Context: an optimization exercise on an open-source flow, tuned for small area and a short achievable clock period. The choices shown serve that exercise and are no tape-out recipe. Only simulation tests tie the RTL to the original design; equivalence was not proved. Power figures rest on the tool's default switching activity, not on a simulated workload.

===== design/flow/flow/run.sh =====
#!/bin/bash
set -o pipefail
CTS="-sink_clustering_enable -repair_clock_nets -sink_clustering_size 29 -sink_clustering_max_diameter 90 -buf_list sky130_fd_sc_hd__clkbuf_16 -dont_use_dummy_load"
bash standard.sh "BUFFER_PORTS_ARGS=-buffer_cell sky130_fd_sc_hd__buf_1" "CTS_ARGS=$CTS" finish > standard_flow.log 2>&1

===== design/flow/standard.sh =====
#!/bin/bash
# synth_recipe.tcl (not shown) runs the flow's synth.tcl, then flattens the netlist and writes it again
# the make line also repeats each setting of config.mk as NAME=value (left out here)
make -C /OpenROAD-flow-scripts/flow DESIGN_CONFIG=/design/flow/config.mk WORK_HOME=/design/flow/orfs CLKGATE_MAP_FILE= SYNTH_SCRIPT=/design/flow/synth_recipe.tcl "${@:-finish}"

===== design/flow/config.mk =====
export PLATFORM = sky130hd
export DESIGN_NAME = traffic_generator
export DESIGN_NICKNAME = traffic_generator
export VERILOG_FILES = /design/flow/design.v
export SDC_FILE = /design/flow/constraint.sdc
export NUM_CORES = 4
export LEC_CHECK = 0
export CAP_MARGIN = 20
export CORE_MARGIN = 2
export CORE_UTILIZATION = 60
export CTS_BUF_LIST = sky130_fd_sc_hd__clkbuf_16
export CTS_CLUSTER_DIAMETER = 80
export CTS_CLUSTER_SIZE = 25
export PLACE_DENSITY = 0.7
export SETUP_SLACK_MARGIN = 4.05
export SLEW_MARGIN = 20
export SYNTH_HIERARCHICAL = 1

===== design/flow/constraint.sdc =====
create_clock -name core_clock -period 7.0 [get_ports {clk}]
set_input_delay 1.4000 -clock core_clock [delete_from_list [all_inputs] [get_ports {clk}]]
set_output_delay 1.4000 -clock core_clock [all_outputs]
set_load 0.01 [all_outputs]

===== design/flow/design.v =====
`default_nettype none
`default_nettype wire
`default_nettype none
package tg_proto_pkg;
	typedef logic [8-1:0] byte_t;
	localparam byte_t WRITE_START = 8'hFF;
	localparam byte_t READ_START = 8'hFE;
	localparam byte_t DONE_BYTE = 8'h1E;
	typedef enum logic [2:0] {
		ST_IDLE,
		ST_ADDR,
		ST_LEN,
		ST_WR_DATA,
		ST_WR_CMD,
		ST_RD_CMD,
		ST_RD_WAIT
	} parser_state_t;
endpackage
`default_nettype wire
`default_nettype none
package tg_mcb_pkg;
	typedef enum logic [2:0] {
		MCB_WRITE = 3'd0,
		MCB_READ = 3'd1,
		MCB_WRITE_AP = 3'd2,
		MCB_READ_AP = 3'd3
	} mcb_instr_t;
	typedef logic [30-1:0] mcb_addr_t;
	typedef logic [32-1:0] mcb_word_t;
	typedef logic [6-1:0] mcb_bl_t;
endpackage
`default_nettype wire
`timescale 1ns/1ps
`default_nettype none
module traffic_generator (
	input logic clk,
	input logic reset,
	input logic rx_done_tick,
	input tg_proto_pkg::byte_t rx_data_out,
	output logic tx_start_transmission,
	output tg_proto_pkg::byte_t tx_data_in,
	input logic tx_busy,
	output logic cmd_en,
	output tg_mcb_pkg::mcb_instr_t cmd_instr,
	output tg_mcb_pkg::mcb_bl_t cmd_bl,
	output tg_mcb_pkg::mcb_addr_t cmd_byte_addr,
	input logic cmd_full,
	output logic wr_en,
	output tg_mcb_pkg::mcb_word_t wr_data,
	input logic wr_full,
	output logic rd_en,
	input tg_mcb_pkg::mcb_word_t rd_data,
	input logic rd_empty
);
	logic s_idle, s_addr, s_len, s_wdat, s_wcmd, s_rcmd, s_rwait;
	logic [1:0] addr_cnt;
	logic [5:0] cnt;
	logic cmd_rd;
	logic cmd_nok;       
	logic [7:0] whead;
	logic [7:0] wmem [63];
	logic [6:0] wqc;     
	logic wnvis;         
	logic rd_nok;        
	logic last_q;
	logic read_done;
	logic [7:0] rmem [128];
	logic [7:0] rcnt;    
	logic reply_push;    
	logic [7:0] reply_byte;
	logic tick;
	logic is_start;
	logic w_push, w_pop, w_head;
	logic wr_go, rd_go;
	logic r_push, r_pop;
	logic wq0, wq1;
	logic s_wcmd_n, s_rcmd_n;
	assign tick = rx_done_tick;
	assign is_start = (rx_data_out[7:1] == 7'h7F);
	tg_nor2 u_cmd_en (.a(cmd_nok), .b(cmd_full), .y(cmd_en));
	tg_nor2 u_wr_en (.a(wnvis), .b(wr_full), .y(wr_en));
	tg_nor2 u_rd_en (.a(rd_nok), .b(rd_empty), .y(rd_en));
	logic cmd_go, rd_pop;
	assign cmd_go = !cmd_nok && !cmd_full;
	assign rd_pop = !rd_nok && !rd_empty;
	assign cmd_instr = cmd_rd ? tg_mcb_pkg::MCB_READ_AP : tg_mcb_pkg::MCB_WRITE_AP;
	assign wr_data = {24'd0, whead};
	assign wr_go = cmd_go && s_wcmd;
	assign rd_go = cmd_go && s_rcmd;
	always_ff @(posedge clk) begin
		if (reset) begin
			s_idle <= 1'b1;
			s_addr <= 1'b0;
			s_len <= 1'b0;
			s_wdat <= 1'b0;
			s_wcmd <= 1'b0;
			s_rcmd <= 1'b0;
			s_rwait <= 1'b0;
		end else begin
			if (s_idle && tick && is_start) begin
				s_idle <= 1'b0;
				s_addr <= 1'b1;
			end
			if (s_addr && tick && addr_cnt == 2'd3) begin
				s_addr <= 1'b0;
				s_len <= 1'b1;
			end
			if (s_len && tick) begin
				s_len <= 1'b0;
				s_wdat <= !cmd_rd;
				s_rcmd <= cmd_rd;
			end
			if (s_wdat && tick && cnt == 6'd1) begin
				s_wdat <= 1'b0;
				s_wcmd <= 1'b1;
			end
			if (wr_go) begin
				s_wcmd <= 1'b0;
				s_idle <= 1'b1;
			end
			if (rd_go) begin
				s_rcmd <= 1'b0;
				s_rwait <= 1'b1;
			end
			if (s_rwait && read_done) begin
				s_rwait <= 1'b0;
				s_idle <= 1'b1;
			end
		end
	end
	always_ff @(posedge clk) begin
		if (s_idle) begin
			addr_cnt <= 2'd0;
		end else if (s_addr && tick) begin
			addr_cnt <= addr_cnt + 2'd1;
		end
	end
	always_ff @(posedge clk) begin
		if (s_idle && tick) begin
			cmd_rd <= !rx_data_out[0];
		end
		if (s_addr && tick) begin
			cmd_byte_addr <= {cmd_byte_addr[21:0], rx_data_out};
		end
		if (s_len && tick) begin
			cmd_bl <= rx_data_out[5:0];
		end
	end
	always_ff @(posedge clk) begin
		if (s_len && tick) begin
			cnt <= rx_data_out[5:0];
		end else if ((s_wdat && tick) || rd_pop) begin
			cnt <= cnt - 6'd1;
		end
	end
	assign s_wcmd_n = (s_wdat && tick && cnt == 6'd1) || (s_wcmd && !wr_go);
	assign s_rcmd_n = (s_len && tick && cmd_rd) || (s_rcmd && !rd_go);
	always_ff @(posedge clk) begin
		if (reset) begin
			cmd_nok <= 1'b1;
		end else begin
			cmd_nok <= !(s_rcmd_n || (s_wcmd_n && !w_push && (wq0 || (wq1 && w_pop))));
		end
	end
	assign w_push = s_wdat && tick;
	assign w_pop = !wnvis && !wr_full;
	assign wq0 = (wqc == 7'd0);
	assign wq1 = (wqc == 7'd1);
	assign w_head = wq0 || (wq1 && w_pop);
	always_ff @(posedge clk) begin
		if (reset) begin
			wqc <= 7'd0;
			wnvis <= 1'b1;
		end else begin
			wqc <= wqc + {6'd0, w_push} - {6'd0, w_pop};
			wnvis <= w_pop ? wq1 : wq0;
		end
	end
	always_ff @(posedge clk) begin
		if (w_push) begin
			wmem[0] <= rx_data_out;
			for (int i = 1; i < 63; i++) begin
				wmem[i] <= wmem[i - 1];
			end
		end
	end
	logic [7:0] w_lo;
	logic [8:0] w_hi;
	logic [62:0] w_sel;
	logic [7:0] w_rd;
	assign w_lo = 8'd1 << wqc[2:0];
	assign w_hi = 9'd1 << wqc[6:3];
	for (genvar e = 0; e < 63; e++) begin : g_wsel
		assign w_sel[e] = w_lo[(e + 2) % 8] && w_hi[(e + 2) / 8];
	end
	for (genvar b = 0; b < 8; b++) begin : g_wrd
		logic [20:0] n;
		for (genvar k = 0; k < 21; k++) begin : g_aoi
			tg_aoi222 u (.a1(w_sel[3 * k]), .a2(wmem[3 * k][b]), .b1(w_sel[3 * k + 1]), .b2(wmem[3 * k + 1][b]),
				.c1(w_sel[3 * k + 2]), .c2(wmem[3 * k + 2][b]), .y(n[k]));
		end
		logic [6:0] p;
		logic [3:0] q;
		for (genvar k = 0; k < 7; k++) begin : g_p
			tg_nand3 u (.a(n[3 * k]), .b(n[3 * k + 1]), .c(n[3 * k + 2]), .y(p[k]));
		end
		for (genvar k = 0; k < 3; k++) begin : g_q
			tg_nor2 u (.a(p[2 * k]), .b(p[2 * k + 1]), .y(q[k]));
		end
		assign q[3] = !p[6];
		tg_nand4 u_y (.a(q[0]), .b(q[1]), .c(q[2]), .d(q[3]), .y(w_rd[b]));
	end
	always_ff @(posedge clk) begin
		if (w_head) begin
			whead <= rx_data_out;
		end else if (w_pop) begin
			whead <= w_rd;
		end
	end
	always_ff @(posedge clk) begin
		if (reset) begin
			rd_nok <= 1'b1;
			last_q <= 1'b0;
			read_done <= 1'b0;
		end else begin
			rd_nok <= !(!rd_pop && (cnt != 6'd0) && (s_rwait || rd_go));
			last_q <= rd_pop && (cnt == 6'd1);
			read_done <= last_q;
		end
	end
	always_ff @(posedge clk) begin
		if (reset) begin
			reply_push <= 1'b0;
		end else begin
			reply_push <= rd_pop || last_q || wr_go;
		end
	end
	always_ff @(posedge clk) begin
		reply_byte <= rd_nok ? tg_proto_pkg::DONE_BYTE : rd_data[7:0];
	end
	assign r_push = reply_push && !rcnt[7];
	assign r_pop = (rcnt != 8'd0) && !tx_busy && !tx_start_transmission;
	always_ff @(posedge clk) begin
		if (reset) begin
			rcnt <= 8'd0;
			tx_start_transmission <= 1'b0;
		end else begin
			rcnt <= rcnt + {7'd0, r_push} - {7'd0, r_pop};
			tx_start_transmission <= r_pop;
		end
	end
	always_ff @(posedge clk) begin
		if (r_push) begin
			rmem[0] <= reply_byte;
			for (int i = 1; i < 128; i++) begin
				rmem[i] <= rmem[i - 1];
			end
		end
	end
	logic [7:0] r_lo;
	logic [16:0] r_hi;
	logic [127:0] r_sel;
	logic [7:0] r_rd;
	assign r_lo = 8'd1 << rcnt[2:0];
	assign r_hi = 17'd1 << rcnt[7:3];
	for (genvar e = 0; e < 128; e++) begin : g_rsel
		assign r_sel[e] = r_lo[(e + 1) % 8] && r_hi[(e + 1) / 8];
	end
	for (genvar b = 0; b < 8; b++) begin : g_rrd
		logic [42:0] n;
		for (genvar k = 0; k < 42; k++) begin : g_aoi
			tg_aoi222 u (.a1(r_sel[3 * k]), .a2(rmem[3 * k][b]), .b1(r_sel[3 * k + 1]), .b2(rmem[3 * k + 1][b]),
				.c1(r_sel[3 * k + 2]), .c2(rmem[3 * k + 2][b]), .y(n[k]));
		end
		tg_nand2 u_last0 (.a(r_sel[126]), .b(rmem[126][b]), .y(n[42]));
		logic n127;
		tg_nand2 u_last1 (.a(r_sel[127]), .b(rmem[127][b]), .y(n127));
		logic [14:0] p;
		logic [7:0] q;
		logic [1:0] c;
		for (genvar k = 0; k < 14; k++) begin : g_p
			tg_nand3 u (.a(n[3 * k]), .b(n[3 * k + 1]), .c(n[3 * k + 2]), .y(p[k]));
		end
		tg_nand2 u_p14 (.a(n[42]), .b(n127), .y(p[14]));
		for (genvar k = 0; k < 7; k++) begin : g_q
			tg_nor2 u (.a(p[2 * k]), .b(p[2 * k + 1]), .y(q[k]));
		end
		assign q[7] = !p[14];
		tg_nand4 u_c0 (.a(q[0]), .b(q[1]), .c(q[2]), .d(q[3]), .y(c[0]));
		tg_nand4 u_c1 (.a(q[4]), .b(q[5]), .c(q[6]), .d(q[7]), .y(c[1]));
		assign r_rd[b] = c[0] || c[1];
	end
	always_ff @(posedge clk) begin
		tx_data_in <= r_rd;
	end
endmodule
module tg_aoi222 (
	input logic a1, a2, b1, b2, c1, c2,
	output logic y
);
	assign y = !((a1 && a2) || (b1 && b2) || (c1 && c2));
endmodule
module tg_nand3 (
	input logic a, b, c,
	output logic y
);
	assign y = !(a && b && c);
endmodule
module tg_nor2 (
	input logic a, b,
	output logic y
);
	assign y = !(a || b);
endmodule
module tg_nand4 (
	input logic a, b, c, d,
	output logic y
);
	assign y = !(a && b && c && d);
endmodule
module tg_nand2 (
	input logic a, b,
	output logic y
);
	assign y = !(a && b);
endmodule
`default_nettype wire

==> impl_metrics.env, run 1 <==
export IMPL_drc=0
export IMPL_grt_util_met3_pct=4.789
export IMPL_period_minus_slack_ns=3.103
export IMPL_setup_viol=0
export IMPL_die_area_mm2=0.09879
export IMPL_fin_worst_skew_ns=0.1013
export IMPL_antenna_found_initial=4
export IMPL_pwr_density_cell_mw_per_mm2=278.8
export IMPL_synth_simple_area_share_pct=5.066
export IMPL_vias_per_cell=7.032
export IMPL_nNetsFinal=3213
export IMPL_p_int_w=0.01311
export IMPL_worstPathArrival_ns=1.70
export IMPL_grt_pass1_vias=29330
export IMPL_ys_async_sr_fraction_pct=0
export IMPL_clk_pin_slew_ns=0.10
export IMPL_worstMarginPinSlew_ns=1.258
export IMPL_path_max_fanout=2
export IMPL_portBuffers=79
export IMPL_yosys_register_bits=1626
export IMPL_gp_congestion=0.8495
export IMPL_p_sw_w=0.004230
export IMPL_busiest_layer="met2"
export IMPL_cap_violations=0
export IMPL_core_mm2=0.09515
export IMPL_synth_xor_area_share_pct=0.1516
export IMPL_seqPwrFrac_pct=61.9
export IMPL_dr_pass1_iters=10
export IMPL_drive_gt1_share_pct=8.969
export IMPL_routedWlPerCell_um=26.73
export IMPL_start_util_pct=60.72
export IMPL_cts_htree_levels=3
export IMPL_place_hpwl_mm=75.73
export IMPL_drv_slew=0
export IMPL_gr_usage_met1_pct=35.55
export IMPL_grt_max_degree=218
export IMPL_ys_flop_type="edfxtp_1"
export IMPL_cts_tree="yes"
export IMPL_synthMuxAreaShare_pct=0.2404
export IMPL_synth_top_family_by_area="compound AO/OA/AOI/OAI gates"
export IMPL_switching_share_pct=24.40
export IMPL_root_buffer="clkbuf_16"
export IMPL_cts_buffers=67
export IMPL_core_rowCount=113
export IMPL_synth_edf_count=1579
export IMPL_fillers=6304
export IMPL_combPwrFrac_pct=12.6
export IMPL_ant_nets=0
export IMPL_drtIter0Drc=6757
export IMPL_seq_area_frac_synth_pct=83.70
export IMPL_start_kind="input pin"
export IMPL_fin_tns_setup_ns=0
export IMPL_crit_type="in -> out"
export IMPL_synthCells=2977
export IMPL_die_height_um=314.3
export IMPL_ys_warn_count=11
export IMPL_synth_compound_area_share_pct=9.239
export IMPL_clkSinkCount=1626
export IMPL_cellLeakagePower_nw=18.57
export IMPL_yosysUniqueCellTypes=51
export IMPL_syn_to_final_growth_pct=7.639
export IMPL_grt_pass1_wl_mm=177.9
export IMPL_power_total_w=0.01734
export IMPL_rsz0062_at_grt="yes"
export IMPL_synth_fa_ha_area_share_pct=0.6974
export IMPL_cp_data_required_time_ns=5.60
export IMPL_pin_count=130
export IMPL_grt_usage_pct=23.45
export IMPL_pwr_share_clk_pct=25.5
export IMPL_wirelength_mm=117.6
export IMPL_relSlewSlack_pct=16.15
export IMPL_max_vdd_ir_drop_uv=192.5
export IMPL_clk_latency_ns=0.69
export IMPL_hp_class="reg -> reg"
export IMPL_cts_path_max_buffers=3
export IMPL_syn_avg_cell_area_um2=19.41
export IMPL_num_vias=30934
export IMPL_cp_end_kind="output pin"
export IMPL_status="complete, no violations"
export IMPL_final_hold_violation_count=0
export IMPL_max_freq_mhz=322.3
export IMPL_die_w_um=314.3
export IMPL_fin_crit_sh_pct=44.32
export IMPL_syn_area_mm2=0.05777
export IMPL_grt_ovfl_total=0
export IMPL_globalRouteMet2Util_pct=35.63
power by group through the flow:
stage	registers, W	clock network, W	logic [W]
after floorplan	0.0109	0	0.00117
after global placement	0.0109	0	0.00185
after detailed placement	0.0109	0	0.00189
after CTS	0.0107	0.00452	0.00200
after global routing	0.0107	0.00482	0.00231
final	0.0107	0.00442	0.00219
final timing paths:
path	from	endpoint	slack (ns)	depth (start not counted)
worst max register to register	wqc[4]	whead[5]	4.09	10
worst max-delay path	wr_full	wr_en	3.90	3
worst min-delay path	wmem[11][6]	wmem[12][6]	0.40	0
worst min register to register	wmem[11][6]	wmem[12][6]	0.40	0
sequential cells by signal (all words and copies together) (netlist names), 2 cells and up:
name and flops:
cnt 6, reply_byte 8, rmem 1024, cmd_bl 6
whead 8, cmd_byte_addr 30, tx_data_in 8, wmem 504
wqc 7, addr_cnt 2, rcnt 8
worst max-delay path, cell delays in order:
cell    delay, ns
buf_12       0.10
nor2_2       0.07
buf_2        0.13
through the flow:
step / worst slack [ns] / hold slack (ns) / instance area, µm² / std cells / util, %
6_report: 3.897 / 0.3980 / 62190 / 4399 / 65.35
5_1_grt: 3.882 / 0.3902 / 62180 / 4398 / 65.35
4_1_cts: 3.897 / 0.3918 / 61730 / 4388 / 64.88
3_5_place_dp: 3.336 / 0.3927 / 59700 / 4316 / 62.74
3_3_place_gp: 3.358 / 0.3890 / 59700 / 4316 / 62.74
2_1_floorplan: -9.306 / 0.3855 / 57890 / 3001 / -
per-module statistics from Yosys (local to each module, per instance):
module | cells | flops+latches | times used
tg_nand3 | 1 | 0 | 168
tg_nand4 | 1 | 0 | 24
tg_aoi222 | 1 | 0 | 504
tg_nand2 | 1 | 0 | 24
tg_nor2 | 1 | 0 | 83
traffic_generator | 2174 | 1626 | 1
logic make-up (layout without fill, tap and decap cells):
group,Yosys count,count (layout)
XOR/XNOR,10,10
flip-flops,1626,1626
buffers and inverters,103,235
multiplexers,10,10
AO/OA/AOI/OAI,551,551
adder cells (fa/ha/maj),31,31
AND/OR/NAND/NOR,644,644
other,2,27
cells in the mapped netlist (all sizes together), types with 8 or more instances:
cell type | count | area (µm²)
edfxtp | 1579 | 47420
a222oi | 504 | 5045
nor2 | 305 | 1145
nand3 | 189 | 945.9
inv | 51 | 191.4
nand2 | 51 | 191.4
dfxtp | 47 | 940.9
buf | 34 | 256.5
ha | 29 | 362.9
nand4 | 25 | 156.4
a21oi | 19 | 95.09
clkbuf | 18 | 67.56
or2 | 12 | 75.07
nor3 | 11 | 55.05
or3 | 11 | 68.82
mux2 | 10 | 138.9
nor2b | 10 | 62.56
o21ai | 9 | 45.04
nand3b | 8 | 60.06
per-layer routing:
layer  part of all wire, %  wire (µm)
met5                 0.012         14
met4                   2.1       2523
met3                    10      12010
met2                    47      54860
met1                    41      48190
placed cells by master (no fill, tap or decap), drive strengths merged, types with 4 or more instances in the layout:
cell	n
nand2	51
nand3	189
nor4b	5
or2	12
nand3b	8
xnor2	4
inv	48
nand2b	4
nor4	4
xor2	6
nor2	305
a21oi	19
buf	116
nor3	11
nor2b	10
ha	29
conb	26
a222oi	504
dfxtp	47
edfxtp	1579
mux2	10
nand4	25
or3	11
o21ai	9
clkbuf	68
layout make-up:
| class | count | area [µm²] | area share, % |
|---|---|---|---|
| Sequential cell | 1626 | 48370 | 77.79 |
| Tap cell | 1265 | 1583 | 2.545 |
| Antenna cell | 1 | 2.502 | 0.004024 |
| Clock buffer | 67 | 1677 | 2.696 |
| Inverter | 51 | 198.9 | 0.3199 |
| Timing Repair Buffer | 117 | 829.5 | 1.334 |
| Multi-Input combinational cell | 1272 | 9522 | 15.31 |
repair_timing:
action                     in CTS  in global routing
setup endpoints to repair      22                144
setup buffers                   5                  8
pin swaps                       9                 40
hold buffers                    0                  0
resized for setup              96                 94
==> run 2: changes to the inputs <==
--- a/design/flow/config.mk
+++ b/design/flow/config.mk
@@ -7,11 +7,10 @@
 export LEC_CHECK = 0
 export CAP_MARGIN = 20
 export CORE_MARGIN = 2
-export CORE_UTILIZATION = 60
+export CORE_UTILIZATION = 50
 export CTS_BUF_LIST = sky130_fd_sc_hd__clkbuf_16
 export CTS_CLUSTER_DIAMETER = 80
 export CTS_CLUSTER_SIZE = 25
-export PLACE_DENSITY = 0.7
 export SETUP_SLACK_MARGIN = 4.05
 export SLEW_MARGIN = 20
 export SYNTH_HIERARCHICAL = 1
==> impl_metrics.env, run 2 <==
export IMPL_crit_type="in -> out"
export IMPL_path_max_fanout=2
export IMPL_status="complete, no violations"
export IMPL_clk_pin_slew_ns=0.10
export IMPL_pwr_density_cell_mw_per_mm2=278.8
export IMPL_num_vias=30692
export IMPL_fin_hold_ws_ns=0.3967
export IMPL_max_stage_delay_ns=0.11
export IMPL_routedWlPerCell_um=25.95
export IMPL_critPathLaunch="wr_full"
export IMPL_die_area_mm2=0.1183
export IMPL_yosysMostFrequentCell="edfxtp_1"
export IMPL_reg2reg_from="rcnt[3]"
export IMPL_pin_count=130
export IMPL_cap_violations=0
export IMPL_drive_gt1_share_pct=9.102
export IMPL_seq_area_frac_synth_pct=83.70
export IMPL_core_rowCount=124
export IMPL_grt_max_degree=194
export IMPL_synth_top_area_share_pct=82.07
export IMPL_syn_area_mm2=0.05777
export IMPL_reg_top3="rmem: 1024 flops, wmem: 504 flops, cmd_byte_addr: 30 flops"
export IMPL_die_w_um=343.9
export IMPL_syn_to_final_growth_pct=8.509
export IMPL_drtIter0Drc=5894
export IMPL_regMostFlops="rmem"
export IMPL_nNetsFinal=3222
export IMPL_largest_reg_flops=1024
export IMPL_grt_pass1_vias=29956
export IMPL_cts_buffers=67
export IMPL_clkSinkCount=1626
export IMPL_drv_slew=0
export IMPL_cts_htree_levels=3
export IMPL_yosys_area_top_type="edfxtp_1"
export IMPL_slowest_stage="buf_6"
export IMPL_cts_path_max_buffers=3
export IMPL_crit_buf_inv=2
export IMPL_clk_latency_ns=0.67
export IMPL_max_vdd_ir_drop_uv=199.5
export IMPL_synthCells=2977
export IMPL_start_kind="input pin"
export IMPL_fin_crit_sh_pct=44.38
export IMPL_rsz0062_at_grt="yes"
export IMPL_grt_ovfl_total=0
export IMPL_final_common_cell="edfxtp_1"
export IMPL_cp_data_required_time_ns=5.60
export IMPL_grt_usage_pct=19.85
export IMPL_period_minus_slack_ns=3.107
export IMPL_yosys_register_bits=1626
export IMPL_cp_top_family="buffers and inverters"
export IMPL_synth_edf_count=1579
export IMPL_antenna_found_initial=3
export IMPL_yosysUniqueCellTypes=51
export IMPL_hold_start="rmem[89][5]"
export IMPL_cellLeakagePower_nw=18.69
export IMPL_relSlewSlack_pct=27.36
export IMPL_dr_pass1_iters=13
export IMPL_gp_congestion=0.8162
export IMPL_portBuffers=79
export IMPL_ys_flop_type="edfxtp_1"
export IMPL_worstPathArrival_ns=1.71
export IMPL_layout_common_cells="edfxtp_1 (1579), a222oi_1 (504), nor2_1 (225), nand3_1 (174), buf_1 (71)"
export IMPL_core_mm2=0.1145
export IMPL_fin_tns_setup_ns=0
export IMPL_grt_pass1_wl_mm=180.7
export IMPL_ant_nets=0
export IMPL_root_buffer="clkbuf_16"
export IMPL_start_util_pct=50.46
export IMPL_final_hold_violation_count=0
export IMPL_hp_class="reg -> reg"
export IMPL_cp_cell_sequence="buf_8, nor2_4, buf_6"
export IMPL_fin_worst_skew_ns=0.09380
export IMPL_ys_async_sr_fraction_pct=0
export IMPL_wirelength_mm=120.8
export IMPL_worstMarginPinSlew_ns=1.090
export IMPL_yosys_top_cells_area="edfxtp_1 (82%), a222oi_1 (8.7%), nor2_1 (2.0%)"
export IMPL_drc=0
export IMPL_ys_warn_count=11
export IMPL_die_height_um=343.9
export IMPL_vias_per_cell=6.592
export IMPL_cts_tree="yes"
export IMPL_max_freq_mhz=321.9
export IMPL_setup_viol=0
export IMPL_synth_common_cells="edfxtp_1 (1579), a222oi_1 (504), nor2_1 (305), nand3_1 (189), nand2_1 (51)"
export IMPL_syn_avg_cell_area_um2=19.41
export IMPL_cp_end_kind="output pin"
export IMPL_place_hpwl_mm=77.88
-- run 2: cell types whose count changed in the layout (fill, tap and decap cells not counted), sizes merged --
| cell | delta |
|---|---|
| buf | +8 |
| diode | +1 |
| clkbuf | +1 |
| inv | -1 |
| clkinvlp | +1 |
-- run 2: repair_timing --
action / in CTS / in global routing
hold buffers: 0 / 0
gates cloned: 0 / 0
pin swaps: 35 / 36
endpoints found under the setup margin: 20 / 23
gates resized for setup: 119 / 74
setup buffers: 20 / 5
-- run 2: power by group --
| part | total [W] | internal (W) | switching, W |
|---|---|---|---|
| clock | 0.00442 | 0.00173 | 0.00269 |
| sequential | 0.0107 | 0.0106 | 0.000101 |
| combinational | 0.00233 | 0.000803 | 0.00153 |
-- run 2: final timing paths --
check        slack (ns)       endpoint  depth (start not counted)
max                3.89          wr_en                          3
min                0.40    rmem[90][5]                          0
max reg2reg        4.06  tx_data_in[0]                         11
min reg2reg        0.40    rmem[90][5]                          0
-- run 2: worst register-to-register path, delay by kind of cell (launching register included) --
kind | cells | cell delay [ns]
flops | 1 | 0.36
compound gates | 1 | 0.56
fa+ha+maj | 1 | 0.28
buf+inv | 2 | 0.27
simple gates | 7 | 1.36
-- run 2: layout make-up --
type                    count  area [µm²]
well taps                1512        1892
flip-flops and latches   1626       48380
inverters                  51       202.7
multi-input cells        1272        9572
fillers                  8742       51810
repair buffers            126       958.4
clock buffers              67        1677
diodes                      2       5.005
-- run 2: Yosys stat by module (local to each module, per instance) --
module / times used / cells inside / flip-flops and latches / area [µm²]
traffic_generator: 1 / 2174 / 1626 / 51340
tg_nand3: 168 / 1 / 0 / 5.005
tg_nor2: 83 / 1 / 0 / 3.754
tg_nand2: 24 / 1 / 0 / 3.754
tg_aoi222: 504 / 1 / 0 / 10.01
tg_nand4: 24 / 1 / 0 / 6.256
-- run 2: layer usage --
layer / global-route usage, % / wire length, µm
met5: 0 / 0
met4: 5.208 / 2725
met3: 3.125 / 10250
met2: 31.29 / 56990
met1: 29.19 / 50840
-- run 2: per-stage QoR --
stage               total power, W  setup WS (ns)  util, %  std cells  cell area (µm²)
floorplan                  0.01207         -9.306        -       3001            57890
global placement           0.01289          3.333    52.43       4561            60030
detailed placement         0.01293          3.315    52.43       4561            60030
CTS                        0.01749          3.895    54.46       4648            62360
global route               0.01808          3.886    54.75       4654            62680
finish                     0.01747          3.893    54.75       4656            62690
-- run 2: logic make-up (layout without fill, tap and decap cells) --
kind of cell,count (synthesis),in the layout,synth area share [%]
other,2,28,0.01300
muxes,10,10,0.2404
and+or+nand+nor,644,644,5.066
AOI/OAI and AO/OA,551,551,9.239
DFF,1626,1626,83.70
adders and majority gates,31,31,0.6974
xor gates and xnor gates,10,10,0.1516
buffers and inverters,103,244,0.8923

[static timing again, ports no longer ideal]
The flow's constraints put no driver on any port. The routed layouts listed below were extracted and timed again, unchanged, in two steps. Step 1: set_driving_cell puts a clkbuf_16 on clk and a buf_2 on each other input, an assumption about the parent block. Step 2 adds t to the input delays and takes it off the output delays; t is the mean of the earliest and latest rising clock arrival at the registers after step 1. Input paths then give back, and output paths get back, about the clock's delay inside the block. a / b / c = ideal / step 1 / step 2; a / b = the first two.
run | t (ns) | setup WS [ns] | clock arrival spread, ns | worst register clock-pin slew, ns | worst slew at a driven data input, ns
run 1 | 0.715 | 3.897 / 3.846 / 3.416 | 0.110 / 0.109 | 0.12 / 0.12 | 0.09
run 2 | 0.700 | 3.893 / 3.841 / 3.496 | 0.104 / 0.104 | 0.11 / 0.11 | 0.15
After both steps every run listed still meets setup and hold. The setup slack of run 1, which loses most, moves by -0.051 ns with the drivers and by -0.481 ns with both steps.
